What follows belongs to an exercise in optimizing a design on an open flow for small area; a production flow would make more cautious choices. The RTL was checked by simulation tests, not by an equivalence proof against the original design. Power figures rest on the tool's default switching activity, not on a simulated workload.

## flow/flow/run.sh

```bash
#!/bin/bash
# Layout flow: ORFS through the standard.sh, with
#  - synthesis mapping combinational logic with the ABC script in
#    flow/abc_area.script (ORFS's synthesis is otherwise unchanged: same
#    yosys passes, same flip-flop mapping and register names),
#  - the make variables listed in flow/extra.txt (one NAME=VALUE per line).
# Each tool's full output stays in orfs/logs; make's output is in standard.log.
set -euo pipefail
cp -r "$FLOW_HOME/scripts" scripts_own
cp flow/abc_area.script scripts_own/abc_area.script
args=("SCRIPTS_DIR=$PWD/scripts_own")
if [[ -f flow/extra.txt ]]; then
  while IFS= read -r line; do
    [[ -z "$line" || "$line" == \#* ]] && continue
    args+=("$line")
  done < flow/extra.txt
fi
printf '%s\n' "${args[@]}" > make_args.log
bash standard.sh finish "${args[@]}" > standard.log 2>&1
```

## flow/flow/abc_area.script

```
strash
&get -n
&st
&dch
&nf -R 1000
&put
topo
```

## flow/flow/extra.txt

```
BUFFER_PORTS_ARGS=-buffer_cell sky130_fd_sc_hd__buf_1
CTS_ARGS=-sink_clustering_enable -repair_clock_nets -dont_use_dummy_load -sink_clustering_size 22 -sink_clustering_max_diameter 200 -buf_list {sky130_fd_sc_hd__clkbuf_8 sky130_fd_sc_hd__clkbuf_16}
```

## flow/standard.sh

```bash
#!/bin/bash
# synth_recipe.tcl (not shown) runs the flow's synth.tcl, then flattens the netlist and writes it again
# the make line also repeats each setting of config.mk as NAME=value (left out here)
make -C /OpenROAD-flow-scripts/flow DESIGN_CONFIG=/design/flow/config.mk WORK_HOME=/design/flow/orfs CLKGATE_MAP_FILE= SYNTH_SCRIPT=/design/flow/synth_recipe.tcl "${@:-finish}"
```

## flow/config.mk

```make
export PLATFORM = sky130hd
export DESIGN_NAME = cpu_top
export DESIGN_NICKNAME = cpu_top
export VERILOG_FILES = /design/flow/design.v
export SDC_FILE = /design/flow/constraint.sdc
export NUM_CORES = 4
export LEC_CHECK = 0
export ABC_AREA = 1
export CAP_MARGIN = 10
export CORE_MARGIN = 2
export CORE_UTILIZATION = 55
export GPL_TIMING_DRIVEN = 1
export SLEW_MARGIN = 10
```

## flow/constraint.sdc

```tcl
create_clock -name core_clock -period 5.5 [get_ports {clk}]
set_input_delay 1.1000 -clock core_clock [delete_from_list [all_inputs] [get_ports {clk}]]
set_output_delay 1.1000 -clock core_clock [all_outputs]
set_load 0.01 [all_outputs]
```

## flow/design.v

```verilog
module cpu_top (
    input  logic        clk,
    input  logic        rst_n,
    input  logic [15:0] i_imem_data,
    input  logic [15:0] i_dmem_rdata,
    output logic [10:0] o_imem_addr,
    output logic [10:0] o_dmem_addr,
    output logic        o_dmem_we,
    output logic [15:0] o_dmem_wdata,
    output logic        o_io_stall
);
    logic [2:0]  st_q;
    logic [3:0]  t_q;
    logic [10:0] pc_q;
    logic [15:0] a_q;
    logic [15:0] r_q;
    logic [15:0] x_q;
    logic [3:0]  pidx_q;
    logic        pend_q;
    logic [15:0] ring [16];
    logic        clr_q;
    wire [15:0] ir = i_imem_data;
    wire [2:0]  op = ir[15:13];
    wire [3:0]  rs = ir[12:9];
    wire [3:0]  rt = ir[8:5];
    wire [3:0]  rd = ir[4:1];
    wire        fb = ir[0];
    wire is_alu = (op == 3'd0) || (op == 3'd1 && !fb);    
    wire is_mul = (op == 3'd1) && fb;
    wire is_ls  = (op == 3'd2) || (op == 3'd3);
    wire is_lw  = (op == 3'd2);
    logic [2:0] last;
    always_comb begin
        case (op)
            3'd0:    last = 3'd5;
            3'd1:    last = fb ? 3'd6 : 3'd5;
            3'd2:    last = 3'd7;
            3'd3:    last = 3'd6;
            default: last = 3'd4;
        endcase
    end
    wire is_last = (st_q == last);
    always_ff @(posedge clk or negedge rst_n) begin
        if (!rst_n)            st_q <= 3'd0;
        else if (st_q == 3'd0) st_q <= 3'd2;
        else if (is_last)      st_q <= 3'd1;
        else                   st_q <= st_q + 3'd1;
    end
    always_ff @(posedge clk or negedge rst_n) begin
        if (!rst_n) t_q <= 4'd0;
        else        t_q <= t_q + 4'd1;
    end
    assign o_io_stall = (st_q != 3'd1);
    wire [3:0] ridx = (st_q == 3'd2) ? rs : rt;
    wire [3:0] slot = ridx + t_q;
    wire       fwd  = pend_q && (ridx == pidx_q);
    logic [15:0] rdata;
    always_comb begin
        rdata = fwd ? x_q : 16'd0;
        for (int s = 0; s < 16; s++)
            rdata = rdata | (ring[s] & {16{!clr_q && !fwd && (slot == 4'(s))}});
    end
    always_ff @(posedge clk) begin
        if (st_q == 3'd2) a_q <= rdata;
        r_q <= rdata;
    end
    logic mul_q, ls_q, sub_q, slt_q;
    always_ff @(posedge clk) begin
        mul_q <= is_mul;
        ls_q  <= is_ls;
        sub_q <= (op == 3'd0) ? fb : 1'b1;
        slt_q <= (op == 3'd1) && !fb;
    end
    logic [4:0] win;
    always_comb begin
        case (st_q)
            3'd3:    win = rdata[15:11];
            3'd4:    win = r_q[11:7];
            3'd5:    win = r_q[7:3];
            default: win = {r_q[3:0], 1'b0};
        endcase
    end
    logic one_lo, two_lo, neg_lo, one_hi, two_hi, neg_hi;
    always_ff @(posedge clk) begin
        one_lo <= is_mul ? (win[1] ^ win[0]) : 1'b1;
        two_lo <= is_mul && ((win[2] && !win[1] && !win[0]) || (!win[2] && win[1] && win[0]));
        neg_lo <= is_mul && win[2];
        one_hi <= is_mul && (win[3] ^ win[2]);
        two_hi <= is_mul && ((win[4] && !win[3] && !win[2]) || (!win[4] && win[3] && win[2]));
        neg_hi <= is_mul && win[4];
    end
    wire [15:0] a_sh  = {a_q[14:0], 1'b0};
    wire [15:0] pp_lo = ((a_q & {16{one_lo}}) | (a_sh & {16{two_lo}})) ^ {16{neg_lo}};
    wire [15:0] pp_hi = ((a_q & {16{one_hi}}) | (a_sh & {16{two_hi}})) ^ {16{neg_hi}};
    logic [15:0] acc;
    always_comb begin
        if (mul_q)
            acc = {((st_q == 3'd4) ? 12'd0 : x_q[11:0]), 1'b0, neg_hi, 1'b0, neg_lo};
        else if (ls_q)
            acc = {{11{ir[4]}}, ir[4:0]};
        else
            acc = r_q ^ {16{sub_q}};
    end
    wire        cin  = !mul_q && !ls_q && sub_q;
    wire [15:0] tree = acc + pp_lo + {pp_hi[13:0], 1'b0, cin};
    wire lt = (a_q[15] != r_q[15]) ? a_q[15] : tree[15];
    wire eq = (a_q == r_q);
    wire prod_alu = is_alu && (st_q == 3'd4);
    wire addr_ls  = is_ls  && (st_q == 3'd4);
    wire prod_lw  = is_lw  && (st_q == 3'd6);
    wire step_mul = is_mul && (st_q == 3'd4 || st_q == 3'd5 || st_q == 3'd6 || st_q == 3'd1);
    wire prod_mul = is_mul && (st_q == 3'd1);
    wire produce  = prod_alu || prod_lw || prod_mul;
    always_ff @(posedge clk) begin
        if (prod_alu && slt_q)                 x_q <= {15'd0, lt};
        else if (prod_lw)                      x_q <= i_dmem_rdata;
        else if (prod_alu || addr_ls || step_mul) x_q <= tree;
    end
    always_ff @(posedge clk) begin
        if (produce) pidx_q <= is_lw ? rt : rd;
    end
    wire [3:0]  widx   = prod_mul ? rd : pidx_q;
    wire [3:0]  wslot  = widx + t_q + 4'd1;
    wire        commit = (pend_q || prod_mul) && (wslot[1:0] == 2'd0);
    wire [15:0] wres   = prod_mul ? tree : x_q;
    always_ff @(posedge clk or negedge rst_n) begin
        if (!rst_n)       pend_q <= 1'b0;
        else if (produce) pend_q <= !(prod_mul && commit);
        else if (commit)  pend_q <= 1'b0;
    end
    always_ff @(posedge clk or negedge rst_n) begin
        if (!rst_n)             clr_q <= 1'b1;
        else if (st_q == 3'd4)  clr_q <= 1'b0;
    end
    wire [15:0] wval = wres & {16{!clr_q}};
    always_ff @(posedge clk) begin
        for (int s = 0; s < 16; s++) begin
            if (s % 4 == 0 && (clr_q || (commit && wslot[3:2] == 2'(s / 4))))
                ring[s] <= wval;
            else
                ring[s] <= ring[(s + 15) % 16];
        end
    end
    wire        taken = (op == 3'd4) && eq;
    wire [10:0] pinc  = pc_q + (taken ? {{6{ir[4]}}, ir[4:0]} : 11'd0) + 11'd1;
    always_ff @(posedge clk or negedge rst_n) begin
        if (!rst_n)       pc_q <= 11'd0;
        else if (is_last) pc_q <= (op == 3'd5) ? ir[11:1] : pinc;
    end
    assign o_imem_addr  = pc_q;
    assign o_dmem_addr  = x_q[10:0];
    assign o_dmem_we    = (st_q == 3'd5) && (op == 3'd3);
    assign o_dmem_wdata = r_q;
endmodule
```

==> impl_metrics.toml, run 1 <==
[critical_path]
worstSetupEndpointType = "flip-flop"
crit_type = "reg2reg"
cpPeakStageDelay_ns = 0.40
worstPathArrival_ns = 5.65
crit_required_ns = 5.90
startpoint = "st_q[0]$_DFF_PN0_"
critPathMaxFanout = 5
worst-path-buf-inv = 2
cp_slowest_cell = "dfrtp_1"
r2r_start = "st_q[0]$_DFF_PN0_"
crit_top_cell = "a221o_1"
r2r-end = "two_hi$_DFF_P_"
r2r_cells = 26
critPathLaunchType = "flip-flop"
rrSetupSlack_ns = 0.25
critPathTopFamily = "compound AO/OA/AOI/OAI gates"

[drt]
totalWireLength_mm = 37.9
routedWlPerCell_um = 21.8
drc = 0
vias = 10323
first_pass_iters = 7
ant_nets = 0
drtIter0Drc = 949
viasPerCell = 5.94

[timing]
fmax_mhz = 190
finClkSkew_ns = 0.0524
drv_slew = 0
period_needed_ns = 5.25
fin_crit_sh_pct = 95.5
setup_viol = 0
relSlewSlack_pct = 34.3
max_slew.worst_pin.slew_ns = 0.981
hold_violations = 0
whs_ns = 0.317

[yosys]
avgSynthCellArea_um2 = 10.5
synth-main-ff-cell = "dfxtp_1"
syn-cell-area_um2 = 13100
yosysTopAreaCell = "dfxtp_1"
yosys_warnings = 2
synthTopCellsByArea = "dfxtp_1 (45%), edfxtp_1 (4.8%), o21ai_0 (4.5%), a221o_1 (4.3%), nand2_1 (4.1%)"
yosysUniqueCellTypes = 43
synth_most_common_cell = "dfxtp_1"
synth_edf_count = 21
ys_ff_latch = 338
synth_top_area_share_pct = 45.5
yosysSeqAreaShare_pct = 54.1
syn_nets = 1327
async_flop_share_pct = 5.92
syn_inst = 1239
ys_top_cells_by_count = "dfxtp_1 (297), nand2_1 (142), o21ai_0 (117), a21oi_1 (70), nor2_1 (67)"

[pwr]
p_leak_uw = 0.00583
p_per_area_nw_per_um2 = 594
vdd_drop_max_uv = 342

[final_layout]
n_fill_cell = 2012
diodes = 0
synthToLayoutAreaGrowth_pct = 15.1
layout-drive-gt1-share_pct = 10.6
fin_cells = 1737
finish.utilization_pct = 64.3
finalNetCount = 1508

[place]
place_hpwl_mm = 27.8
place.gp.congestion = 0.991
io_buffers = 73
post-place-cells = 1710

[clocking]
clockBufferDepth = 3
cts_tree = "built"
numCtsBuffers = 19
path_clk_slew_ns = 0.09
clockRootBuffer = "clkbuf_16"
hold_buffers = 0
clk_latency_ns = 0.51
cts.htree.levels = 1
cts_sinks = 338

[floorplanning]
fp-row-count = 56
dieArea_um2 = 25000
core_area_um2 = 23400
top_level_ports = 74
die_y_um = 158
fp.dieW_um = 158
start_util_pct = 55.9

[grt]
grt_pass1_vias = 9944
grt_pass1_wl_mm = 57.8
grt_max_degree = 33
antenna_found_initial = 0
grt.total_usage_pct = 30.6
grt-ovfl-total = 0

[hold_path]
hold_end = "ring[11][4]$_DFF_P_"
min_from = "ring[10][4]$_DFF_P_"
min_path_cells = 0
hold_class = "reg2reg"

[flow_run]
max_cap_viol_count = 0

[outcome]
status = "complete, no violations"
==> cells by family after synthesis <==
kind of cell    after synthesis  share of synthesized area (%)
compound gates              396                           21.1
xor+xnor                     90                           6.03
fa+ha+maj                    54                           6.15
buf+inv                      65                           2.18
flops                       338                           54.1
mux                          15                           1.22
simple gates                281                           9.16
==> power by group <==
group / switching, uW / internal [uW]
Sequential: 627 / 3240
Clock: 740 / 618
Combinational: 2180 / 1530
Total: 3550 / 5390
==> metrics by stage <==
step | setup slack (ns) | cell area, um^2 | setup TNS (ns) | total power, uW
floorplan | -0.0443 | 13100 | -0.0443 | 5920
global placement | -0.153 | 14400 | -0.467 | 7420
detailed placement | -0.213 | 14400 | -0.744 | 7470
CTS | 0.0462 | 14900 | 0 | 8830
global route | -0.0336 | 15000 | -0.0487 | 9470
finish | 0.249 | 15000 | 0 | 8940
==> flip-flops by register name (all words and copies together), names as in the netlist <==
register  count
one_hi        1
one_lo        1
x_q          16
pidx_q        4
neg_hi        1
slt_q         1
ring        256
pc_q         11
a_q          16
sub_q         1
r_q          16
clr_q         1
two_lo        1
t_q           4
ls_q          1
two_hi        1
pend_q        1
st_q          3
mul_q         1
neg_lo        1
==> per-layer routing <==
metal	wire (um)	vias to the layer above	track usage, %
met5	0	-	0
met4	875	0	7.12
met3	2470	57	4.30
met2	17600	328	50.8
met1	17000	5014	42.5
li1	-	4924	-
==> cells in the final DEF, fill, tap and decap left out, types with 22 or more instances in the layout <==
cell type	instances
nand3_1	22
ha_1	35
xnor2_1	44
nand2_1	142
buf_4	98
xor2_1	44
o21ai_0	115
buf_1	73
a221o_1	56
a22oi_1	38
a222oi_1	47
a21oi_1	66
clkinv_1	53
nor2_1	65
dfxtp_1	297
==> worst max path at each step <==
stage	endpoint	slack, ns	cells after the start
finish	two_hi$_DFF_P_	0.25	26
global route	two_lo$_DFF_P_	-0.03	26
CTS	two_hi$_DFF_P_	0.05	26
detailed placement	two_hi$_DFF_P_	-0.21	24
global placement	two_hi$_DFF_P_	-0.15	24
floorplan	two_hi$_DFF_P_	-0.04	23
==> timing repair <==
action	CTS	global route
gates resized for setup	0	22
endpoints found under the setup margin	0	6
buffers inserted	0	8
==> layout make-up <==
| class | instances | area (um^2) | share of cell area, % |
|---|---|---|---|
| clock buffers | 19 | 475 | 3.16 |
| inverters | 54 | 203 | 1.35 |
| multi-input cells | 836 | 5880 | 39.1 |
| flip-flops and latches | 338 | 7080 | 47.0 |
| well taps | 319 | 399 | 2.65 |
| repair buffers | 171 | 1010 | 6.71 |
==> inputs of run 2 (changes only) <==
==> flow/flow/abc_area.script (replaced) <==
strash
dc2
&get -n
&st
&dch
&nf -R 1000
&put
topo
==> impl_metrics.toml, run 2 <==
[outcome]
status = "complete, no violations"

[grt]
grt_pass1_wl_mm = 59.4
grt_pass1_vias = 9878
antenna_found_initial = 0
grt_max_degree = 31
grt-ovfl-total = 0
grt.total_usage_pct = 31.8

[critical_path]
worstSetupEndpointType = "flip-flop"
path_cells = "clkinv_1, ha_1, nor2b_2, mux2_1, xor2_1, a211o_1, nor3_2, buf_4, or4_1, nor2_1, buf_4, a222oi_1, and4_1, nand3_1, a222oi_1, nand2_1, o21ai_0, nor2_1, mux2i_1, nor2_1"
cp_slowest_cell = "dfrtp_1"
critPathTopFamily = "simple AND/OR/NAND/NOR gates"
crit_required_ns = 5.90
critPathMaxFanout = 16
crit_top_cell = "nor2_1"
worstPathArrival_ns = 5.33
critPathLaunchType = "flip-flop"
cpPeakStageDelay_ns = 0.45
worst-path-buf-inv = 3
crit_type = "reg2reg"

[timing]
period_needed_ns = 4.93
hold_violations = 0
rsz0062_at_grt = "no"
relSlewSlack_pct = 28.4
fin_setup_tns_ns = 0
setup_viol = 0
max_slew.worst_pin.slew_ns = 1.07
fin_crit_sh_pct = 89.6
fmax_mhz = 203
setup_slack_ns = 0.573
finClkSkew_ns = 0.0343
whs_ns = 0.312
drv_slew = 0

[pwr]
p_leak_uw = 0.00539
p_per_area_nw_per_um2 = 591
vdd_drop_max_uv = 331

[place]
place.gp.congestion = 0.910
place_ws_ns = 0.257
io_buffers = 73
place_hpwl_mm = 28.0

[floorplanning]
start_util_pct = 55.5
die_y_um = 157
top_level_ports = 74
core_area_um2 = 23300
fp.dieW_um = 157
fp-row-count = 56
dieArea_um2 = 24800

[yosys]
synth-main-ff-cell = "dfxtp_1"
yosysUniqueCellTypes = 50
synth_most_common_cell = "dfxtp_1"
yosysTopAreaCell = "dfxtp_1"
yosysSeqAreaShare_pct = 54.6
synthTopCellsByArea = "dfxtp_1 (46%), a222oi_1 (5.7%), edfxtp_1 (4.9%), o21ai_0 (4.1%), a21oi_1 (3.7%)"
yosys_warnings = 2
avgSynthCellArea_um2 = 10.5
async_flop_share_pct = 5.92
synth_top_area_share_pct = 45.9
syn_inst = 1231
ys_top_cells_by_count = "dfxtp_1 (297), o21ai_0 (106), nand2_1 (97), a21oi_1 (95), nor2_1 (95)"
ys_ff_latch = 338
synth_edf_count = 21
syn-cell-area_um2 = 13000
syn_nets = 1319

[drt]
ant_nets = 0
drtIter0Drc = 1471
drc = 0
totalWireLength_mm = 39.4
vias = 10310
viasPerCell = 6.14
routedWlPerCell_um = 23.4
first_pass_iters = 10

[final_layout]
layout-drive-gt1-share_pct = 5.73
diodes = 0
largest_reg_flops = 256
multi_input_area_um2 = 5570
synthToLayoutAreaGrowth_pct = 11.3
n_fill_cell = 2002
layout_common_cells = "dfxtp_1 (297), o21ai_0 (106), nand2_1 (97), a21oi_1 (95), nor2_1 (90)"
finalNetCount = 1451
top_register = "ring"
regArea_um2 = 7080
layout_commonest_cell = "dfxtp_1"

[clocking]
post_cts_resize_count = 0
cts.htree.levels = 1
cts_tree = "built"
clockRootBuffer = "clkbuf_16"
cts_setup_buffers = 0
numCtsBuffers = 19
clockBufferDepth = 3
clk_latency_ns = 0.52
hold_buffers = 0
cts_sinks = 338
path_clk_slew_ns = 0.10

[hold_path]
hold_class = "reg2reg"

[flow_run]
max_cap_viol_count = 0
## run 2: changes by cell type after synthesis, sizes merged, moves of 13 or more
| cell | change |
|---|---|
| a222oi | +27 |
| nor2 | +28 |
| nand2 | -45 |
| clkinv | +14 |
| a22o | +16 |
| a221o | -55 |
| a31oi | -18 |
| a21oi | +25 |
| a22oi | +13 |
## run 2: final cells by class
class,count,area share (%)
timing repair buffer,122,4.45
sequential,338,49.1
multi-input combinational,814,38.6
inverter,68,1.77
clock buffer,19,3.30
tap,319,2.77
## run 2: cell families (layout without fill, tap and decap cells)
kind of cell / Yosys count / in the layout / synth area share, %
XOR/XNOR: 85 / 85 / 5.74
adder cells (fa/ha/maj): 54 / 54 / 6.20
flip-flops: 338 / 338 / 54.6
multiplexers: 12 / 12 / 0.985
buffers and inverters: 79 / 209 / 2.61
AND/OR/NAND/NOR: 272 / 272 / 9.41
AO/OA/AOI/OAI: 391 / 391 / 20.4
## run 2: power breakdown
group | leakage [uW] | switching [uW] | total, uW | internal [uW]
Clock | 0.000234 | 770 | 1390 | 618
Combinational | 0.00229 | 2010 | 3200 | 1190
Sequential | 0.00286 | 656 | 3930 | 3280
Total | 0.00539 | 3440 | 8520 | 5080
## run 2: metal layers
layer / wire [um] / part of all wire (%) / track usage (%) / vias to the layer above
met3: 3890 / 9.9 / 7.60 / 70
li1: - / - / - / 4804
met4: 953 / 2.4 / 8.83 / 0
met2: 17900 / 45 / 50.9 / 497
met5: 0 / 0 / 0 / -
met1: 16600 / 42 / 43.2 / 4939
## run 2: metrics by stage
step | area, um^2 | instances | util (%) | power (uW)
4_1_cts | 14400 | 1680 | 61.8 | 8470
6_report | 14400 | 1680 | 61.8 | 8520
3_5_place_dp | 13900 | 1661 | 59.8 | 7090
5_1_grt | 14400 | 1680 | 61.8 | 9000
3_3_place_gp | 13900 | 1661 | 59.8 | 7080
2_1_floorplan | 13000 | 1231 | - | 5850
## run 2: path summary, 6_finish.rpt
kind,start,endpoint,slack (ns),depth (start not counted)
setup / recovery,st_q[0]$_DFF_PN0_,two_hi$_DFF_P_,0.57,20
hold / removal,ring[10][2]$_DFF_P_,ring[11][2]$_DFF_P_,0.31,0
setup reg to reg,st_q[0]$_DFF_PN0_,two_hi$_DFF_P_,0.57,20
hold reg to reg,ring[10][2]$_DFF_P_,ring[11][2]$_DFF_P_,0.31,0
max in group asynchronous,rst_n,clr_q$_DFFE_PN1P_,4.70,2
min in group asynchronous,rst_n,pc_q[2]$_DFFE_PN0P_,0.52,2
## run 2: worst reg2reg max path, delay by kind of cell, from the launching register on
family,cells,cell delay (ns)
AOI/OAI and AO/OA,4,1.15
muxes,2,0.61
xor gates and xnor gates,1,0.18
and+or+nand+nor,9,1.58
buffers and inverters,3,0.66
DFF,1,0.45
adders and majority gates,1,0.18
==> inputs of run 3 (changes only) <==
==> flow/flow/extra.txt (replaced) <==
BUFFER_PORTS_ARGS=-buffer_cell sky130_fd_sc_hd__buf_1
CTS_ARGS=-sink_clustering_enable -repair_clock_nets -dont_use_dummy_load -sink_clustering_size 27 -sink_clustering_max_diameter 200 -buf_list {sky130_fd_sc_hd__clkbuf_8 sky130_fd_sc_hd__clkbuf_16}
--- a/flow/config.mk
+++ b/flow/config.mk
@@ -9,5 +9,5 @@
 export CAP_MARGIN = 10
 export CORE_MARGIN = 2
 export CORE_UTILIZATION = 55
-export GPL_TIMING_DRIVEN = 1
+export GPL_TIMING_DRIVEN = 0
 export SLEW_MARGIN = 10
==> impl_metrics.toml, run 3 <==
[outcome]
status = "complete, no violations"

[final_layout]
regArea_um2 = 7080
n_fill_cell = 1989
top_register = "ring"
synthToLayoutAreaGrowth_pct = 12.4
layout-drive-gt1-share_pct = 6.89
layout_commonest_cell = "dfxtp_1"
diodes = 0
multi_input_area_um2 = 5640
finalNetCount = 1439
largest_reg_flops = 256
layout_common_cells = "dfxtp_1 (294), o21ai_0 (103), nand2_1 (97), a21oi_1 (94), a222oi_1 (74)"

[critical_path]
cpPeakStageDelay_ns = 0.68
worstPathArrival_ns = 5.59
cp_slowest_cell = "or4_1"
path_cells = "clkinv_1, ha_1, nor2b_2, mux2_1, ha_1, fa_1, or4_1, nor2_2, buf_8, a222oi_1, and4_1, nand3_1, a222oi_1, nand2_1, o21ai_0, and2_0, mux2i_1, nor2_1"
crit_required_ns = 5.90
crit_type = "reg2reg"
critPathLaunchType = "flip-flop"
worstSetupEndpointType = "flip-flop"
critPathMaxFanout = 12

[drt]
drtIter0Drc = 1301
vias = 10361
viasPerCell = 6.21
totalWireLength_mm = 39.1
ant_nets = 0
routedWlPerCell_um = 23.4
first_pass_iters = 5
drc = 0

[yosys]
synth-main-ff-cell = "dfxtp_1"
syn_inst = 1231
async_flop_share_pct = 5.92
synth_edf_count = 21
yosysTopAreaCell = "dfxtp_1"
yosysSeqAreaShare_pct = 54.6
synth_most_common_cell = "dfxtp_1"
yosys_warnings = 2
syn_nets = 1319
yosysUniqueCellTypes = 50
synthTopCellsByArea = "dfxtp_1 (46%), a222oi_1 (5.7%), edfxtp_1 (4.9%), o21ai_0 (4.1%), a21oi_1 (3.7%)"
synth_top_area_share_pct = 45.9
ys_top_cells_by_count = "dfxtp_1 (297), o21ai_0 (106), nand2_1 (97), a21oi_1 (95), nor2_1 (95)"
syn-cell-area_um2 = 13000
avgSynthCellArea_um2 = 10.5
ys_ff_latch = 338

[floorplanning]
fp-row-count = 56
start_util_pct = 55.5
dieArea_um2 = 24800
die_y_um = 157
core_area_um2 = 23300
top_level_ports = 74
fp.dieW_um = 157

[grt]
grt_max_degree = 28
antenna_found_initial = 0
grt_pass1_wl_mm = 58.4
grt_pass1_vias = 9839
grt.total_usage_pct = 31.5
grt-ovfl-total = 0

[pwr]
p_leak_uw = 0.00537
vdd_drop_max_uv = 343
p_per_area_nw_per_um2 = 592

[place]
place_ws_ns = -0.516
io_buffers = 73
place.gp.congestion = 0.900
place_hpwl_mm = 28.3

[hold_path]
hold_class = "reg2reg"

[clocking]
cts_tree = "built"
numCtsBuffers = 16
path_clk_slew_ns = 0.11
hold_buffers = 0
clockRootBuffer = "clkbuf_16"
cts.htree.levels = 1
clockBufferDepth = 3
cts_sinks = 338
clk_latency_ns = 0.52

[timing]
fin_crit_sh_pct = 94.3
relSlewSlack_pct = 23.8
setup_viol = 0
setup_slack_ns = 0.312
max_slew.worst_pin.slew_ns = 1.14
hold_violations = 0
whs_ns = 0.319
rsz0062_at_grt = "no"
fmax_mhz = 193
period_needed_ns = 5.19
finClkSkew_ns = 0.0544
drv_slew = 0

[flow_run]
max_cap_viol_count = 0
[run 3: changes by cell type in the layout (fill, tap and decap cells not counted), moves of 2 or more]
| cell | delta |
|---|---|
| buf_4 | -32 |
| buf_8 | +19 |
| nor2_1 | -17 |
| buf_16 | +3 |
| o21ai_1 | +2 |
| dfxtp_2 | +3 |
| o21ai_0 | -3 |
| dfxtp_1 | -3 |
| clkbuf_16 | -3 |
| nor2_2 | +16 |
[run 3: where the power goes]
group | total [uW] | internal [uW] | switching, uW
Sequential | 3930 | 3280 | 650
Combinational | 3420 | 1280 | 2140
Clock | 1270 | 527 | 744
Total | 8620 | 5090 | 3530
[run 3: kinds of logic (layout without fill, tap and decap cells)]
logic type / after synthesis / in the layout / share of synthesized area, %
and+or+nand+nor: 272 / 272 / 9.41
xor gates and xnor gates: 85 / 85 / 5.74
DFF: 338 / 338 / 54.6
adders and majority gates: 54 / 54 / 6.20
AOI/OAI and AO/OA: 391 / 391 / 20.4
muxes: 12 / 12 / 0.985
buffers and inverters: 79 / 197 / 2.61
[run 3: critical path: cells and delay by family, from the launching register on]
kind	cells	cell delay, ns
AO/OA/AOI/OAI	3	0.41
adder cells (fa/ha/maj)	3	0.95
buffers and inverters	2	0.34
flip-flops	1	0.46
multiplexers	2	0.55
AND/OR/NAND/NOR	8	2.37
[run 3: what timing repair did]
item                       CTS  global route
pin swaps                    1             1
gates resized for setup      5             8
setup endpoints to repair   23            10
buffers inserted             2             0
[run 3: cell type report]
class,count,area share [%]
buffer,11,0.567
clock buffer,16,2.75
inverter,68,1.78
multi-input combinational,814,38.7
sequential,338,48.6
tap,319,2.74
timing repair buffer,102,4.80
[run 3: path summary, 6_finish.rpt]
kind / from / end / slack [ns] / cells past startpoint
max: st_q[0]$_DFF_PN0_ / two_hi$_DFF_P_ / 0.31 / 18
min: ring[12][2]$_DFF_P_ / ring[13][2]$_DFF_P_ / 0.32 / 0
max reg2reg: st_q[0]$_DFF_PN0_ / two_hi$_DFF_P_ / 0.31 / 18
min reg2reg: ring[12][2]$_DFF_P_ / ring[13][2]$_DFF_P_ / 0.32 / 0
max in group asynchronous: rst_n / st_q[0]$_DFF_PN0_ / 4.54 / 1
min in group asynchronous: rst_n / pc_q[0]$_DFFE_PN0P_ / 0.56 / 1
[run 3: routing by layer]
layer	global-route usage [%]	share of wire (%)
met1	43.3	42
met2	50.1	45
met3	5.62	9.5
met4	11.0	3.2
met5	0	0
[run 3: stage by stage]
stage	total power (uW)	TNS, ns	area (um^2)	util, %	cells
2_1_floorplan	5850	0	13000	-	1231
3_3_place_gp	7050	-201.03	13600	58.4	1623
3_5_place_dp	7260	-5.19	14100	60.5	1650
4_1_cts	8540	0	14500	62.3	1668
5_1_grt	9110	0	14600	62.4	1668
6_report	8620	0	14600	62.4	1668
==> inputs of run 4 (changes only) <==
--- a/flow/config.mk
+++ b/flow/config.mk
@@ -10,4 +10,5 @@
 export CORE_MARGIN = 2
 export CORE_UTILIZATION = 55
 export GPL_TIMING_DRIVEN = 0
+export PLACE_DENSITY = 0.75
 export SLEW_MARGIN = 10
==> impl_metrics.toml, run 4 <==
[pwr]
p_leak_uw = 0.00535
internal_power_uw = 5070
p_per_area_nw_per_um2 = 590
p_clk_share_pct = 14.6
power_switching_uw = 3480
vdd_drop_max_uv = 292
p_comb_share_pct = 39.6
switching_share_pct = 40.7
p_seq_share_pct = 45.8
p_total_uw = 8560

[drt]
routedWlPerCell_um = 23.0
ant_nets = 0
drc = 0
first_pass_iters = 9
totalWireLength_mm = 38.2
vias = 10635
drtIter0Drc = 1421
viasPerCell = 6.39

[grt]
grt_pass1_wl_mm = 58.2
grt_max_degree = 33
grt-ovfl-total = 0
antenna_found_initial = 0
grt_pass1_vias = 10087
grt.total_usage_pct = 30.8

[final_layout]
diodes = 0
layout_commonest_cell = "dfxtp_1"
top_register = "ring"
fin_cells = 1665
layout-drive-gt1-share_pct = 6.54
layout_common_cells = "dfxtp_1 (295), o21ai_0 (103), nand2_1 (97), a21oi_1 (95), a222oi_1 (74)"
synthToLayoutAreaGrowth_pct = 12.0
largest_reg_flops = 256
fin_area_um2 = 14500
finalNetCount = 1436

[hold_path]
min_path_cells = 0
min_from = "ring[5][3]$_DFF_P_"
hold_class = "reg2reg"
hold_end = "ring[6][3]$_DFF_P_"

[clocking]
clockBufferDepth = 3
clockRootBuffer = "clkbuf_16"
cts.htree.levels = 1
cts_tree = "built"
numCtsBuffers = 16
clk_latency_ns = 0.51
hold_buffers = 0
path_clk_slew_ns = 0.11
cts_sinks = 338

[place]
io_buffers = 73
place_ws_ns = -0.665
post-place-cells = 1647
place_hpwl_mm = 27.6
place_area_um2 = 14000
place.gp.congestion = 0.943

[critical_path]
crit_type = "reg2reg"
critPathLaunchType = "flip-flop"
rrSetupSlack_ns = 0.30
cp_slowest_cell = "a221oi_1"
worst-path-buf-inv = 2
r2r-end = "two_lo$_DFF_P_"
crit_top_cell = "a21oi_1"
path_cells = "clkinv_1, ha_1, nor2b_4, mux2_1, xor2_1, a211o_1, nor3_4, nor2_1, nand3b_1, nor2_2, buf_8, a222oi_1, and4_1, nand3_1, a221oi_1, a21oi_1, o31ai_1, a21oi_1"
critPathTopFamily = "simple AND/OR/NAND/NOR gates"
cpPeakStageDelay_ns = 0.55
r2r_cells = 18
worstSetupEndpointType = "flip-flop"
critPathMaxFanout = 10
crit_required_ns = 5.87
worstPathArrival_ns = 5.57
r2r_start = "st_q[0]$_DFF_PN0_"

[timing]
whs_ns = 0.312
period_needed_ns = 5.20
fin_crit_sh_pct = 94.5
fmax_mhz = 192
setup_slack_ns = 0.304
setup_viol = 0
drv_slew = 0
finClkSkew_ns = 0.0358
hold_violations = 0
max_slew.worst_pin.slew_ns = 1.24
relSlewSlack_pct = 17.1

[yosys]
syn_nets = 1319
syn_inst = 1231
synth-main-ff-cell = "dfxtp_1"
yosys_warnings = 2
yosysSeqAreaShare_pct = 54.6
syn-cell-area_um2 = 13000
yosysTopAreaCell = "dfxtp_1"
avgSynthCellArea_um2 = 10.5
synth_top_area_share_pct = 45.9
async_flop_share_pct = 5.92
synthTopCellsByArea = "dfxtp_1 (46%), a222oi_1 (5.7%), edfxtp_1 (4.9%), o21ai_0 (4.1%), a21oi_1 (3.7%)"
synth_most_common_cell = "dfxtp_1"
synth_edf_count = 21
ys_ff_latch = 338
yosysUniqueCellTypes = 50
ys_top_cells_by_count = "dfxtp_1 (297), o21ai_0 (106), nand2_1 (97), a21oi_1 (95), nor2_1 (95)"

[floorplanning]
core_area_um2 = 23300
start_util_pct = 55.5
top_level_ports = 74
dieArea_um2 = 24800
die_y_um = 157
fp-row-count = 56
fp.dieW_um = 157

[flow_run]
max_cap_viol_count = 0

[outcome]
status = "complete, no violations"
==> run 4: cell count changes in the layout (fill, tap and decap cells not counted), sizes merged <==
cell / delta
buf: -3
==> run 4: repair_timing <==
| action | in CTS | in global routing |
|---|---|---|
| endpoints found under the setup margin | 15 | 16 |
| pin swaps | 0 | 1 |
| gates resized for setup | 5 | 10 |
| hold endpoints to repair | 0 | 0 |
| gates cloned | 0 | 0 |
| buffers inserted | 0 | 2 |
==> run 4: metrics by stage <==
step                TNS [ns]  utilization (%)
finish                     0             62.2
floorplan                  0                -
CTS                        0             62.0
global route         -0.0103             62.2
detailed placement     -8.04             60.2
global placement     -199.49             58.4
==> run 4: cells by family (layout without fill, tap and decap cells) <==
family	count (synthesis)	after routing	share of synthesized area [%]
XOR/XNOR	85	85	5.74
AND/OR/NAND/NOR	272	272	9.41
AO/OA/AOI/OAI	391	391	20.4
multiplexers	12	12	0.985
buffers and inverters	79	194	2.61
adder cells (fa/ha/maj)	54	54	6.20
flip-flops	338	338	54.6
==> run 4: how the worst max path moves through the flow <==
| stage | startpoint | to | depth (start not counted) |
|---|---|---|---|
| after floorplan | st_q[0]$_DFF_PN0_ | two_hi$_DFF_P_ | 19 |
| after detailed placement | i_imem_data[4] | ring[8][14]$_DFF_P_ | 22 |
| after CTS | st_q[0]$_DFF_PN0_ | ring[12][15]$_DFF_P_ | 23 |
| after global routing | st_q[0]$_DFF_PN0_ | ring[12][15]$_DFF_P_ | 23 |
| final | st_q[0]$_DFF_PN0_ | two_lo$_DFF_P_ | 18 |
| after global placement | st_q[0]$_DFF_PN0_ | two_hi$_DFF_P_ | 19 |
==> run 4: area by class of cell <==
type                       count  area [um^2]
timing repair buffer          99          628
clock buffer                  16          400
multi-input combinational    814         5670
inverter                      68          259
buffer                        11         82.6
fill                        1941         8820
sequential                   338         7080
tap                          319          399
==> run 4: per-layer routing <==
metal,GRT usage (%),vias to the layer above,wire length (um)
met5,0,-,0
met4,12.4,0,1650
met3,7.13,134,4660
met2,45.9,683,16500
met1,43.2,5048,15400
li1,-,4770,-
==> run 4: power by group through the flow <==
stage	logic, uW	registers, uW	clock network [uW]
global placement	3020	3910	0
finish	3380	3920	1250
floorplan	2120	3730	0
CTS	3270	3890	1270
detailed placement	3240	3940	0
global route	3670	3980	1340
==> inputs of run 5 (changes only) <==
--- a/flow/config.mk
+++ b/flow/config.mk
@@ -9,6 +9,5 @@
 export CAP_MARGIN = 10
 export CORE_MARGIN = 2
 export CORE_UTILIZATION = 55
-export GPL_TIMING_DRIVEN = 0
-export PLACE_DENSITY = 0.75
+export GPL_TIMING_DRIVEN = 1
 export SLEW_MARGIN = 10
==> impl_metrics.toml, run 5 <==
[drt]
viasPerCell = 6.14
vias = 10304
first_pass_iters = 8
totalWireLength_mm = 39.4
ant_nets = 0
drc = 0
routedWlPerCell_um = 23.5
drtIter0Drc = 1409

[yosys]
synth_most_common_cell = "dfxtp_1"
async_flop_share_pct = 5.92
avgSynthCellArea_um2 = 10.5
yosysTopAreaCell = "dfxtp_1"
synth_top_area_share_pct = 45.9
yosysUniqueCellTypes = 50
ys_top_cells_by_count = "dfxtp_1 (297), o21ai_0 (106), nand2_1 (97), a21oi_1 (95), nor2_1 (95)"
syn-cell-area_um2 = 13000
synthTopCellsByArea = "dfxtp_1 (46%), a222oi_1 (5.7%), edfxtp_1 (4.9%), o21ai_0 (4.1%), a21oi_1 (3.7%)"
syn_inst = 1231
yosysSeqAreaShare_pct = 54.6
synth-main-ff-cell = "dfxtp_1"
yosys_warnings = 2
syn_nets = 1319
ys_ff_latch = 338
synth_edf_count = 21

[critical_path]
critPathTopFamily = "simple AND/OR/NAND/NOR gates"
r2r_cells = 19
cp_slowest_cell = "nor2_1"
critPathLaunchType = "flip-flop"
critPathMaxFanout = 9
crit_required_ns = 5.91
crit_top_cell = "a21oi_1"
startpoint = "st_q[0]$_DFF_PN0_"
rrSetupSlack_ns = 0.54
endpoint = "two_lo$_DFF_P_"
crit_type = "reg2reg"
cpPeakStageDelay_ns = 0.83
r2r-end = "two_lo$_DFF_P_"
worst-path-buf-inv = 3
crit_cells = 19
r2r_start = "st_q[0]$_DFF_PN0_"
path_cells = "clkinv_1, ha_1, nor2b_2, mux2_1, ha_1, a21o_1, a21oi_1, xor2_1, nand2_1, nor2_1, buf_4, a22oi_1, nand3_1, or2_0, a21oi_1, clkinv_1, a21oi_1, o31ai_1, a21oi_1"
worstSetupEndpointType = "flip-flop"
worstPathArrival_ns = 5.36

[pwr]
p_per_area_nw_per_um2 = 586
vdd_drop_max_uv = 344
p_leak_uw = 0.00535

[final_layout]
top_register = "ring"
layout_common_cells = "dfxtp_1 (297), o21ai_0 (106), nand2_1 (97), a21oi_1 (95), nor2_1 (90)"
n_fill_cell = 2000
layout-drive-gt1-share_pct = 5.52
finalNetCount = 1448
synthToLayoutAreaGrowth_pct = 10.7
diodes = 0
largest_reg_flops = 256
fin_cells = 1677
layout_commonest_cell = "dfxtp_1"

[grt]
grt-ovfl-total = 0
grt_pass1_vias = 9788
grt.total_usage_pct = 31.8
grtUsageMet2_pct = 51.0
grt_max_degree = 31
met1_usage_pct = 43.8
grt_busiest_layer = "met2"
antenna_found_initial = 0
met3_usage_pct = 6.86
grt_pass1_wl_mm = 59.2

[timing]
whs_ns = 0.311
fin_crit_sh_pct = 90.1
setup_slack_ns = 0.544
relSlewSlack_pct = 29.1
hold_violations = 0
drv_slew = 0
fmax_mhz = 202
rsz0062_at_grt = "no"
setup_viol = 0
period_needed_ns = 4.96
finClkSkew_ns = 0.0727
fin_setup_tns_ns = 0
max_slew.worst_pin.slew_ns = 1.06

[hold_path]
hold_class = "reg2reg"
min_from = "ring[2][2]$_DFF_P_"

[clocking]
cts_sinks = 338
clk_latency_ns = 0.54
clockBufferDepth = 3
clockRootBuffer = "clkbuf_16"
cts.htree.levels = 1
hold_buffers = 0
numCtsBuffers = 16
path_clk_slew_ns = 0.11
post_cts_resize_count = 0
cts_tree = "built"
cts_setup_buffers = 0

[floorplanning]
fp.dieW_um = 157
dieArea_um2 = 24800
fp-row-count = 56
start_util_pct = 55.5
die_y_um = 157
top_level_ports = 74
core_area_um2 = 23300

[place]
post-place-cells = 1661
place_ws_ns = 0.257
place_hpwl_mm = 28.0
io_buffers = 73
place.gp.congestion = 0.910

[flow_run]
max_cap_viol_count = 0

[outcome]
status = "complete, no violations"
==> run 5: cell counts after synthesis <==
No cell type changed its count.
==> run 5: area by class of cell <==
class	instances	area, um^2	share of cell area (%)
Tap cell	319	399	2.78
Clock buffer	16	400	2.79
Inverter	68	255	1.78
Timing Repair Buffer	122	642	4.47
Sequential cell	338	7080	49.3
Multi-Input combinational cell	814	5570	38.8
==> run 5: logic make-up after synthesis <==
kind of cell             share of synthesized area [%]
flip-flops                                        54.6
multiplexers                                     0.985
adder cells (fa/ha/maj)                           6.20
buffers and inverters                             2.61
XOR/XNOR                                          5.74
AO/OA/AOI/OAI                                     20.4
AND/OR/NAND/NOR                                   9.41
==> run 5: metal layers <==
| layer | vias up | wire (um) | share of wire (%) |
|---|---|---|---|
| met5 | - | 0 | 0 |
| met4 | 0 | 1030 | 2.6 |
| met3 | 76 | 3850 | 9.8 |
| met2 | 526 | 17800 | 45 |
| met1 | 4908 | 16700 | 42 |
| li1 | 4794 | - | - |
==> run 5: worst min-delay path by stage <==
stage	to	depth (start not counted)
2_1_floorplan	ring[2][9]$_DFF_P_	0
3_3_place_gp	ring[2][9]$_DFF_P_	0
3_5_place_dp	ring[3][14]$_DFF_P_	0
4_1_cts	ring[10][2]$_DFF_P_	0
5_1_grt	ring[3][2]$_DFF_P_	0
6_report	ring[3][2]$_DFF_P_	0
==> run 5: through the flow <==
stage / utilization (%) / instance area (um^2) / power, uW
finish: 61.5 / 14300 / 8410
global route: 61.5 / 14300 / 8880
CTS: 61.5 / 14300 / 8360
detailed placement: 59.8 / 13900 / 7090
global placement: 59.8 / 13900 / 7080
floorplan: - / 13000 / 5850
==> run 5: power breakdown <==
part	switching (uW)	total [uW]	leakage (uW)	internal [uW]
Combinational	2010	3200	0.00229	1190
Sequential	656	3930	0.00286	3280
Clock	755	1280	0.000197	526
==> inputs of run 6 (changes only) <==
--- a/flow/config.mk
+++ b/flow/config.mk
@@ -10,4 +10,5 @@
 export CORE_MARGIN = 2
 export CORE_UTILIZATION = 55
 export GPL_TIMING_DRIVEN = 1
+export PLACE_DENSITY = 0.75
 export SLEW_MARGIN = 10
==> impl_metrics.toml, run 6 <==
[drt]
route.met2.wl_mm = 16.6
vias = 10621
routedWlPerCell_um = 23.1
dr_wl_met3_mm = 4.82
first_pass_iters = 7
wl_met1_mm = 15.7
drc = 0
drtIter0Drc = 1542
viasPerCell = 6.37
totalWireLength_mm = 38.6
ant_nets = 0
highest_layer = "met4"

[yosys]
synthTopCellsByArea = "dfxtp_1 (46%), a222oi_1 (5.7%), edfxtp_1 (4.9%), o21ai_0 (4.1%), a21oi_1 (3.7%)"
yosysTopAreaCell = "dfxtp_1"
synth_most_common_cell = "dfxtp_1"
syn_inst = 1231
yosysUniqueCellTypes = 50
synth_top_area_share_pct = 45.9
ys_ff_latch = 338
synth_edf_count = 21
syn_nets = 1319
yosysSeqAreaShare_pct = 54.6
ys_top_cells_by_count = "dfxtp_1 (297), o21ai_0 (106), nand2_1 (97), a21oi_1 (95), nor2_1 (95)"
synth-main-ff-cell = "dfxtp_1"
async_flop_share_pct = 5.92
yosys_warnings = 2
avgSynthCellArea_um2 = 10.5
syn-cell-area_um2 = 13000

[place]
post-place-cells = 1652
place.gp.congestion = 0.898
place_hpwl_mm = 26.8
io_buffers = 73
place_ws_ns = 0.248

[grt]
grt_pass1_vias = 10204
grt.total_usage_pct = 31.2
grt_pass1_wl_mm = 58.8
grt_max_degree = 31
antenna_found_initial = 0
grt-ovfl-total = 0

[hold_path]
hold_class = "reg2reg"
min_from = "ring[1][3]$_DFF_P_"

[timing]
fin_crit_sh_pct = 93.1
relSlewSlack_pct = 33.0
fmax_mhz = 195
max_slew.worst_pin.slew_ns = 1.00
setup_slack_ns = 0.378
period_needed_ns = 5.12
setup_viol = 0
fin_setup_tns_ns = 0
rsz0062_at_grt = "no"
drv_slew = 0
finClkSkew_ns = 0.0522
hold_violations = 0
whs_ns = 0.320

[final_layout]
layout_commonest_cell = "dfxtp_1"
synthToLayoutAreaGrowth_pct = 10.2
layout-drive-gt1-share_pct = 4.89
largest_reg_flops = 256
top_register = "ring"
fin_cells = 1668
layout_common_cells = "dfxtp_1 (297), o21ai_0 (106), nand2_1 (97), a21oi_1 (95), nor2_1 (90)"
diodes = 0
finalNetCount = 1439

[clocking]
clockRootBuffer = "clkbuf_16"
cts.htree.levels = 1
hold_buffers = 0
post_cts_resize_count = 0
clockBufferDepth = 3
cts_sinks = 338
clk_latency_ns = 0.51
path_clk_slew_ns = 0.11
cts_setup_buffers = 0
cts_tree = "built"
numCtsBuffers = 16

[critical_path]
worstPathArrival_ns = 5.50
r2r_start = "st_q[0]$_DFF_PN0_"
critPathMaxFanout = 6
path_cells = "clkinv_1, ha_1, and2_0, nor2_1, a21oi_1, fa_1, clkinv_1, ha_1, clkinv_1, o21bai_1, a21oi_1, o21bai_1, a21oi_1, o21bai_1, a21oi_1, o21bai_1, a21oi_1, o21bai_1, a21o_1, a21oi_1, xnor2_1, o21ai_0, o21ai_0"
worst-path-buf-inv = 3
worstSetupEndpointType = "flip-flop"
critPathLaunchType = "flip-flop"
crit_type = "reg2reg"
crit_top_cell = "a21oi_1"
crit_required_ns = 5.88
cp_slowest_cell = "fa_1"
cpPeakStageDelay_ns = 0.55
startpoint = "st_q[0]$_DFF_PN0_"
rrSetupSlack_ns = 0.38
critPathTopFamily = "compound AO/OA/AOI/OAI gates"

[outcome]
status = "complete, no violations"

[pwr]
p_per_area_nw_per_um2 = 586
p_leak_uw = 0.00530
vdd_drop_max_uv = 267

[floorplanning]
fp.dieW_um = 157
core_area_um2 = 23300
fp-row-count = 56
top_level_ports = 74
start_util_pct = 55.5
die_y_um = 157
dieArea_um2 = 24800

[flow_run]
max_cap_viol_count = 0
[run 6: worst paths after layout]
check / end / depth (start not counted)
worst max register to register: ring[4][15]$_DFF_P_ / 23
worst min register to register: ring[2][3]$_DFF_P_ / 0
worst max-delay path: ring[4][15]$_DFF_P_ / 23
max in group asynchronous: clr_q$_DFFE_PN1P_ / 2
min in group asynchronous: pc_q[8]$_DFFE_PN0P_ / 2
worst min-delay path: ring[2][3]$_DFF_P_ / 0
[run 6: final cells by class]
cell class              count  area, um^2
inverters                  68         255
flip-flops and latches    338        7080
fillers                  1947        9050
multi-input cells         814        5570
clock buffers              16         400
well taps                 319         399
repair buffers            113         574
[run 6: cell families (layout without fill, tap and decap cells)]
group	after synthesis	count (layout)	share of synthesized area, %
AND/OR/NAND/NOR	272	272	9.41
adder cells (fa/ha/maj)	54	54	6.20
flip-flops	338	338	54.6
multiplexers	12	12	0.985
buffers and inverters	79	197	2.61
AO/OA/AOI/OAI	391	391	20.4
XOR/XNOR	85	85	5.74
[run 6: layer usage]
layer,global-route usage [%],up-vias
met5,0,-
met4,12.0,0
met3,8.76,114
met2,48.0,695
met1,41.8,5047
li1,-,4765
[run 6: per-stage QoR]
stage	util, %	power (uW)	cell area (um^2)
after floorplan	-	5850	13000
after global placement	59.5	6950	13900
after detailed placement	59.5	7030	13900
after CTS	61.2	8270	14300
after global routing	61.2	8800	14300
final	61.2	8370	14300
[run 6: worst reg2reg max path, delay by kind of cell (launching register included)]
family	cells	cell delay, ns
AO/OA/AOI/OAI	14	2.50
XOR/XNOR	1	0.18
adder cells (fa/ha/maj)	3	1.08
buffers and inverters	3	0.33
flip-flops	1	0.46
AND/OR/NAND/NOR	2	0.45
[run 6: power breakdown]
group	leakage [uW]	switching, uW	internal (uW)
logic	0.00225	2010	1170
registers	0.00286	652	3280
clock network	0.000197	735	526
total	0.00530	3400	4970
==> inputs of run 7 (changes only) <==
==> flow/flow/extra.txt (replaced) <==
BUFFER_PORTS_ARGS=-buffer_cell sky130_fd_sc_hd__buf_1
CTS_ARGS=-sink_clustering_enable -repair_clock_nets -dont_use_dummy_load -sink_clustering_size 16 -sink_clustering_max_diameter 150 -buf_list {sky130_fd_sc_hd__clkbuf_8}
--- a/flow/config.mk
+++ b/flow/config.mk
@@ -10,5 +10,4 @@
 export CORE_MARGIN = 2
 export CORE_UTILIZATION = 55
 export GPL_TIMING_DRIVEN = 1
-export PLACE_DENSITY = 0.75
 export SLEW_MARGIN = 10
==> impl_metrics.toml, run 7 <==
[flow_run]
max_cap_viol_count = 0

[final_layout]
finalNetCount = 1457
largest_reg_flops = 256
fin_cells = 1686
synthToLayoutAreaGrowth_pct = 10.3
diodes = 0
layout_commonest_cell = "dfxtp_1"
fin_area_um2 = 14300
layout_common_cells = "dfxtp_1 (297), o21ai_0 (106), nand2_1 (97), a21oi_1 (95), nor2_1 (90)"
layout-drive-gt1-share_pct = 6.14
top_register = "ring"

[drt]
ant_nets = 0
drtIter0Drc = 1565
viasPerCell = 6.14
totalWireLength_mm = 39.5
routedWlPerCell_um = 23.4
drc = 0
vias = 10357
first_pass_iters = 8

[pwr]
p_per_area_nw_per_um2 = 580
p_comb_share_pct = 38.6
p_seq_share_pct = 47.5
power_switching_uw = 3420
p_total_uw = 8290
p_clk_share_pct = 13.9
internal_power_uw = 4870
p_leak_uw = 0.00533
switching_share_pct = 41.3
vdd_drop_max_uv = 308

[timing]
fin_setup_tns_ns = 0
relSlewSlack_pct = 28.8
finClkSkew_ns = 0.0533
rsz0062_at_grt = "no"
whs_ns = 0.284
hold_violations = 0
drv_slew = 0
period_needed_ns = 4.96
fmax_mhz = 202
fin_crit_sh_pct = 90.2
max_slew.worst_pin.slew_ns = 1.06
setup_viol = 0

[clocking]
hold_buffers = 0
path_clk_slew_ns = 0.11
post_cts_resize_count = 0
clockRootBuffer = "clkbuf_8"
numCtsBuffers = 25
clk_latency_ns = 0.58
cts_sinks = 338
clockBufferDepth = 3
cts.htree.levels = 1
cts_setup_buffers = 0
cts_tree = "built"

[critical_path]
critPathMaxFanout = 9
r2r_cells = 19
worstPathArrival_ns = 5.39
r2r_start = "st_q[0]$_DFF_PN0_"
crit_top_cell = "a21oi_1"
path_cells = "clkinv_1, ha_1, nor2b_2, mux2_1, ha_1, a21o_1, a21oi_1, xor2_1, nand2_1, nor2_1, buf_4, a22oi_1, nand3_1, or2_0, a21oi_1, clkinv_1, a21oi_1, o31ai_1, a21oi_1"
crit_cells = 19
rrSetupSlack_ns = 0.54
critPathTopFamily = "simple AND/OR/NAND/NOR gates"
r2r-end = "two_lo$_DFF_P_"
cp_slowest_cell = "nor2_1"
worstSetupEndpointType = "flip-flop"
crit_type = "reg2reg"
cpPeakStageDelay_ns = 0.80
critPathLaunchType = "flip-flop"
crit_required_ns = 5.93
worst-path-buf-inv = 3

[floorplanning]
die_y_um = 157
start_util_pct = 55.5
fp.dieW_um = 157
core_area_um2 = 23300
fp-row-count = 56
top_level_ports = 74
dieArea_um2 = 24800

[grt]
grt_pass1_vias = 9888
grt-ovfl-total = 0
grt_pass1_wl_mm = 59.5
grt.total_usage_pct = 31.9
antenna_found_initial = 0
grt_max_degree = 31

[place]
io_buffers = 73
place_area_um2 = 13900
place.gp.congestion = 0.910
place_hpwl_mm = 28.0
post-place-cells = 1661

[yosys]
synth-main-ff-cell = "dfxtp_1"
synth_top_area_share_pct = 45.9
yosysUniqueCellTypes = 50
syn-cell-area_um2 = 13000
ys_top_cells_by_count = "dfxtp_1 (297), o21ai_0 (106), nand2_1 (97), a21oi_1 (95), nor2_1 (95)"
synthTopCellsByArea = "dfxtp_1 (46%), a222oi_1 (5.7%), edfxtp_1 (4.9%), o21ai_0 (4.1%), a21oi_1 (3.7%)"
synth_most_common_cell = "dfxtp_1"
yosysTopAreaCell = "dfxtp_1"
ys_ff_latch = 338
yosys_warnings = 2
synth_edf_count = 21
yosysSeqAreaShare_pct = 54.6
syn_inst = 1231
syn_nets = 1319
async_flop_share_pct = 5.92
avgSynthCellArea_um2 = 10.5

[hold_path]
min_path_cells = 0
hold_end = "ring[14][9]$_DFF_P_"
hold_class = "reg2reg"
min_from = "ring[13][9]$_DFF_P_"

[outcome]
status = "complete, no violations"
-- run 7: cell type report --
cell class	instances	area [um^2]
clock buffer	25	344
timing repair buffer	122	642
inverter	68	255
tap	319	399
sequential	338	7080
fill	2029	9040
multi-input combinational	814	5570
-- run 7: through the flow --
step,setup WS [ns],util (%)
floorplan,0.0374,-
global placement,0.366,59.8
detailed placement,0.257,59.8
CTS,0.614,61.3
global route,0.0992,61.3
finish,0.537,61.3
-- run 7: how the worst max path moves through the flow --
stage                                  from                    to  slack (ns)
after detailed placement     i_imem_data[2]   ring[4][14]$_DFF_P_        0.26
after floorplan           st_q[0]$_DFF_PN0_        two_hi$_DFF_P_        0.04
after global placement       i_imem_data[2]  ring[12][14]$_DFF_P_        0.37
after global routing           ls_q$_DFF_P_  ring[12][15]$_DFF_P_         0.1
final                     st_q[0]$_DFF_PN0_        two_lo$_DFF_P_        0.54
after CTS                 st_q[0]$_DFF_PN0_  ring[12][15]$_DFF_P_        0.61
-- run 7: power by group through the flow --
stage	combinational (uW)	sequential, uW	clock (uW)
after floorplan	2120	3730	0
after global placement	3120	3950	0
after detailed placement	3130	3960	0
after CTS	3160	3910	1170
after global routing	3510	4010	1260
final	3200	3930	1160
-- run 7: logic make-up (layout without fill, tap and decap cells) --
group | count (synthesis) | count (layout) | synth area share, %
DFF | 338 | 338 | 54.6
and+or+nand+nor | 272 | 272 | 9.41
muxes | 12 | 12 | 0.985
AOI/OAI and AO/OA | 391 | 391 | 20.4
buffers and inverters | 79 | 215 | 2.61
xor gates and xnor gates | 85 | 85 | 5.74
adders and majority gates | 54 | 54 | 6.20
-- run 7: per-layer routing --
layer / track usage [%] / vias to the layer above / wire [um]
met5: 0 / - / 0
met4: 9.00 / 0 / 1180
met3: 7.38 / 86 / 3710
met2: 50.6 / 532 / 17700
met1: 43.8 / 4930 / 16900
li1: - / 4809 / -
==> inputs of run 8 (changes only) <==
--- a/flow/config.mk
+++ b/flow/config.mk
@@ -10,4 +10,5 @@
 export CORE_MARGIN = 2
 export CORE_UTILIZATION = 55
 export GPL_TIMING_DRIVEN = 1
+export PLACE_DENSITY = 0.85
 export SLEW_MARGIN = 10
==> impl_metrics.toml, run 8 <==
[place]
io_buffers = 73
place.gp.congestion = 0.993
post-place-cells = 1654
place_hpwl_mm = 27.5
place_area_um2 = 13900

[final_layout]
layout-drive-gt1-share_pct = 5.44
regArea_um2 = 7080
synthToLayoutAreaGrowth_pct = 9.92
finish.utilization_pct = 61.0
multi_input_area_um2 = 5570
layout_common_cells = "dfxtp_1 (297), o21ai_0 (105), nand2_1 (97), a21oi_1 (95), nor2_1 (93)"
fin_area_um2 = 14200
fin_cells = 1679
finalNetCount = 1450
layout_commonest_cell = "dfxtp_1"
n_fill_cell = 1895
largest_reg_flops = 256
top_register = "ring"
diodes = 0

[yosys]
synth_edf_count = 21
yosysUniqueCellTypes = 50
syn-cell-area_um2 = 13000
ys_ff_latch = 338
synthTopCellsByArea = "dfxtp_1 (46%), a222oi_1 (5.7%), edfxtp_1 (4.9%), o21ai_0 (4.1%), a21oi_1 (3.7%)"
yosys_warnings = 2
synth_top_area_share_pct = 45.9
async_flop_share_pct = 5.92
yosysTopAreaCell = "dfxtp_1"
avgSynthCellArea_um2 = 10.5
synth-main-ff-cell = "dfxtp_1"
synth_most_common_cell = "dfxtp_1"
syn_inst = 1231
yosysSeqAreaShare_pct = 54.6
ys_top_cells_by_count = "dfxtp_1 (297), o21ai_0 (106), nand2_1 (97), a21oi_1 (95), nor2_1 (95)"
syn_nets = 1319

[grt]
antenna_found_initial = 0
grt_pass1_vias = 10722
grt-ovfl-total = 0
grt.total_usage_pct = 30.6
grt_pass1_wl_mm = 58.6
grt_max_degree = 31

[floorplanning]
fp-row-count = 56
start_util_pct = 55.5
top_level_ports = 74
die_y_um = 157
core_area_um2 = 23300
fp.dieW_um = 157
dieArea_um2 = 24800

[pwr]
vdd_drop_max_uv = 255
switching_share_pct = 41.3
p_total_uw = 8280
p_comb_share_pct = 38.7
power_switching_uw = 3420
internal_power_uw = 4860
p_clk_share_pct = 13.8
p_seq_share_pct = 47.6
p_per_area_nw_per_um2 = 581
p_leak_uw = 0.00530

[clocking]
cts_sinks = 338
hold_buffers = 0
cts.htree.levels = 1
cts_tree = "built"
cts_setup_buffers = 0
clk_latency_ns = 0.56
numCtsBuffers = 25
clockRootBuffer = "clkbuf_8"
path_clk_slew_ns = 0.10
clockBufferDepth = 3

[critical_path]
crit_required_ns = 5.95
rrSetupSlack_ns = 0.39
critPathLaunchType = "flip-flop"
critPathMaxFanout = 9
worstPathArrival_ns = 5.55
worstSetupEndpointType = "flip-flop"
crit_type = "reg2reg"

[drt]
ant_nets = 0
vias = 10880
totalWireLength_mm = 38.4
viasPerCell = 6.48
routedWlPerCell_um = 22.9
drc = 0
first_pass_iters = 7
drtIter0Drc = 1858

[outcome]
status = "complete, no violations"

[timing]
fin_setup_tns_ns = 0
hold_violations = 0
finClkSkew_ns = 0.0640
relSlewSlack_pct = 18.6
period_needed_ns = 5.11
rsz0062_at_grt = "no"
drv_slew = 0
max_slew.worst_pin.slew_ns = 1.22
fin_crit_sh_pct = 92.9
setup_viol = 0
fmax_mhz = 196

[flow_run]
max_cap_viol_count = 0

[hold_path]
hold_class = "reg2reg"
run 8: cell counts after synthesis:
Identical to the previous run, type by type.
run 8: worst paths after layout:
check                                         start                   to  cells past startpoint
worst max-delay path              st_q[0]$_DFF_PN0_       two_hi$_DFF_P_                     19
worst min-delay path            ring[14][2]$_DFF_P_  ring[15][2]$_DFF_P_                      0
worst max register to register    st_q[0]$_DFF_PN0_       two_hi$_DFF_P_                     19
worst min register to register  ring[14][2]$_DFF_P_  ring[15][2]$_DFF_P_                      0
max in group asynchronous                     rst_n    clr_q$_DFFE_PN1P_                      2
min in group asynchronous                     rst_n  pc_q[9]$_DFFE_PN0P_                      2
run 8: worst max-delay path, stage by stage (launching register included):
cell and delay, ns:
dfrtp_1 0.46, clkinv_1 0.17, ha_1 0.27, nor2b_2 0.19, mux2_1 0.41, ha_1 0.30, a21o_1 0.17, a21oi_1 0.24
xnor2_1 0.18, nand2_1 0.14, nor2_1 0.90, a222oi_1 0.20, and4_1 0.27, nand3_1 0.22, a222oi_1 0.11, nand2_1 0.10
o21ai_0 0.20, and2_0 0.23, mux2i_1 0.13, nor2_1 0.05
run 8: per-stage QoR:
step | hold slack (ns) | worst slack [ns]
2_1_floorplan | 0.326 | 0.0374
3_3_place_gp | 0.331 | 0.459
3_5_place_dp | 0.335 | 0.244
4_1_cts | 0.280 | 0.415
5_1_grt | 0.271 | 0.118
6_report | 0.279 | 0.393
run 8: cells by family after synthesis:
group,synth area share (%)
flops,54.6
fa+ha+maj,6.20
buf+inv,2.61
xor+xnor,5.74
mux,0.985
compound gates,20.4
simple gates,9.41
run 8: power by group through the flow:
stage	registers (uW)	logic [uW]	clock network (uW)
finish	3940	3200	1140
global route	3990	3470	1230
CTS	3900	3110	1140
detailed placement	3950	3090	0
global placement	3920	2990	0
floorplan	3730	2120	0
run 8: per-layer routing:
metal / wire length [um] / GRT usage, % / up-vias
li1: - / - / 4775
met4: 1880 / 14.9 / 0
met3: 5140 / 7.57 / 166
met2: 17000 / 47.3 / 840
met1: 14400 / 40.3 / 5099
met5: 0 / 0 / -
run 8: final cells by class:
type	instances	share of cell area [%]
Clock buffer	25	2.42
Multi-Input combinational cell	814	39.1
Tap cell	319	2.80
Inverter	68	1.79
Sequential cell	338	49.7
Timing Repair Buffer	115	4.23
run 8: timing repair:
item,CTS,global route
setup endpoints to repair,0,4
gates resized for setup,0,1
endpoints found under the hold margin,0,0
==> inputs of run 9 (changes only) <==
--- a/flow/config.mk
+++ b/flow/config.mk
@@ -10,5 +10,5 @@
 export CORE_MARGIN = 2
 export CORE_UTILIZATION = 55
 export GPL_TIMING_DRIVEN = 1
-export PLACE_DENSITY = 0.85
+export PLACE_DENSITY = 0.75
 export SLEW_MARGIN = 10
==> impl_metrics.toml, run 9 <==
[critical_path]
rrSetupSlack_ns = 0.38
worstPathArrival_ns = 5.56
critPathMaxFanout = 6
crit_type = "reg2reg"
r2r_cells = 23
startpoint = "st_q[0]$_DFF_PN0_"
r2r_start = "st_q[0]$_DFF_PN0_"
crit_required_ns = 5.94
worstSetupEndpointType = "flip-flop"
r2r-end = "ring[4][15]$_DFF_P_"
critPathLaunchType = "flip-flop"
endpoint = "ring[4][15]$_DFF_P_"

[grt]
grt_max_degree = 31
grt-ovfl-total = 0
grt_pass1_wl_mm = 59.0
antenna_found_initial = 0
grt_pass1_vias = 10317
grt.total_usage_pct = 31.4

[final_layout]
diodes = 0
layout_common_cells = "dfxtp_1 (297), o21ai_0 (106), nand2_1 (97), a21oi_1 (95), nor2_1 (90)"
n_fill_cell = 1947
synthToLayoutAreaGrowth_pct = 9.76
largest_reg_flops = 256
finalNetCount = 1448
layout-drive-gt1-share_pct = 5.52
multi_input_area_um2 = 5570
top_register = "ring"
regArea_um2 = 7080
layout_commonest_cell = "dfxtp_1"
finish.utilization_pct = 61.0

[clocking]
cts_setup_buffers = 0
hold_buffers = 0
clockBufferDepth = 3
post_cts_resize_count = 0
clk_latency_ns = 0.60
path_clk_slew_ns = 0.11
numCtsBuffers = 25
clockRootBuffer = "clkbuf_8"
cts_tree = "built"
cts.htree.levels = 1
cts_sinks = 338

[yosys]
ys_top_cells_by_count = "dfxtp_1 (297), o21ai_0 (106), nand2_1 (97), a21oi_1 (95), nor2_1 (95)"
avgSynthCellArea_um2 = 10.5
yosysUniqueCellTypes = 50
synthTopCellsByArea = "dfxtp_1 (46%), a222oi_1 (5.7%), edfxtp_1 (4.9%), o21ai_0 (4.1%), a21oi_1 (3.7%)"
async_flop_share_pct = 5.92
synth_most_common_cell = "dfxtp_1"
synth_top_family_by_area = "compound AO/OA/AOI/OAI gates"
synth_top_area_share_pct = 45.9
synth-compound-area-share_pct = 20.4
synth_edf_count = 21
synth_xor_xnor_area_share_pct = 5.74
synth_mux_area_share_pct = 0.985
synth-main-ff-cell = "dfxtp_1"
yosys_warnings = 2
synthAdderAreaFrac_pct = 6.20
syn_nets = 1319
yosysTopAreaCell = "dfxtp_1"
synth-simple-area-share_pct = 9.41
syn-cell-area_um2 = 13000
ys_ff_latch = 338
yosysSeqAreaShare_pct = 54.6
syn_inst = 1231

[place]
place.gp.congestion = 0.898
place_hpwl_mm = 26.8
io_buffers = 73

[floorplanning]
top_level_ports = 74
start_util_pct = 55.5
fp-row-count = 56
dieArea_um2 = 24800
die_y_um = 157
fp.dieW_um = 157
core_area_um2 = 23300

[drt]
drtIter0Drc = 1614
ant_nets = 0
drc = 0
routedWlPerCell_um = 23.1
vias = 10657
viasPerCell = 6.35
totalWireLength_mm = 38.8
first_pass_iters = 7

[timing]
hold_violations = 0
max_slew.worst_pin.slew_ns = 0.974
fmax_mhz = 195
finClkSkew_ns = 0.0569
rsz0062_at_grt = "no"
fin_crit_sh_pct = 93.1
relSlewSlack_pct = 34.8
fin_setup_tns_ns = 0
period_needed_ns = 5.12
setup_viol = 0
drv_slew = 0
whs_ns = 0.281

[hold_path]
hold_class = "reg2reg"

[pwr]
vdd_drop_max_uv = 244
p_per_area_nw_per_um2 = 581
p_leak_uw = 0.00529

[outcome]
status = "complete, no violations"

[flow_run]
max_cap_viol_count = 0
[run 9: critical path, cell delays in order (launching register included)]
cell	delay [ns]
dfrtp_1	0.46
clkinv_1	0.18
ha_1	0.26
and2_0	0.28
nor2_1	0.18
a21oi_1	0.11
fa_1	0.55
clkinv_1	0.06
ha_1	0.27
clkinv_1	0.10
o21bai_1	0.27
a21oi_1	0.11
o21bai_1	0.24
a21oi_1	0.11
o21bai_1	0.23
a21oi_1	0.12
o21bai_1	0.22
a21oi_1	0.10
o21bai_1	0.20
a21o_1	0.14
a21oi_1	0.07
xnor2_1	0.18
o21ai_0	0.40
o21ai_0	0.14
[run 9: cell type report]
class | count | area share [%]
multi-input cells | 814 | 39.2
well taps | 319 | 2.81
flip-flops and latches | 338 | 49.8
repair buffers | 113 | 4.04
inverters | 68 | 1.79
clock buffers | 25 | 2.42
[run 9: stage by stage]
step,cell area (um^2),std cells,total power (uW),worst slack (ns)
2_1_floorplan,13000,1231,5850,0.0374
4_1_cts,14200,1677,8170,0.490
3_3_place_gp,13900,1652,6950,0.463
5_1_grt,14200,1677,8700,0.00998
6_report,14200,1677,8260,0.382
3_5_place_dp,13900,1652,7030,0.248
[run 9: worst min path at each step]
stage	cells past startpoint	end	slack, ns	from
floorplan	0	ring[2][9]$_DFF_P_	0.33	ring[1][9]$_DFF_P_
global placement	0	ring[9][4]$_DFF_P_	0.33	ring[8][4]$_DFF_P_
detailed placement	0	ring[9][11]$_DFF_P_	0.33	ring[8][11]$_DFF_P_
CTS	0	ring[3][2]$_DFF_P_	0.28	ring[2][2]$_DFF_P_
global route	0	ring[3][2]$_DFF_P_	0.28	ring[2][2]$_DFF_P_
finish	0	ring[3][2]$_DFF_P_	0.28	ring[2][2]$_DFF_P_
[run 9: routing by layer]
| layer | global-route usage, % | vias to the layer above | routed length (um) |
|---|---|---|---|
| met4 | 13.5 | 0 | 1700 |
| met2 | 47.7 | 686 | 16700 |
| met5 | 0 | - | 0 |
| met3 | 10.2 | 138 | 4800 |
| li1 | - | 4772 | - |
| met1 | 41.3 | 5061 | 15600 |
[run 9: kinds of logic after synthesis]
logic type	Yosys count
and+or+nand+nor	272
muxes	12
buffers and inverters	79
xor gates and xnor gates	85
AOI/OAI and AO/OA	391
adders and majority gates	54
DFF	338
[run 9: where the power goes]
| part | switching (uW) | internal, uW | leakage [uW] |
|---|---|---|---|
| Sequential | 651 | 3280 | 0.00286 |
| Combinational | 2020 | 1170 | 0.00225 |
| Clock | 745 | 407 | 0.000180 |

Check on run 9: ideal ports give 0.382 ns setup slack; a clkbuf_16 on the clock port and buf_2 on the inputs give 0.382 ns; moving port delays by the midpoint clock arrival (0.617 ns) as well gives 0.173 ns.
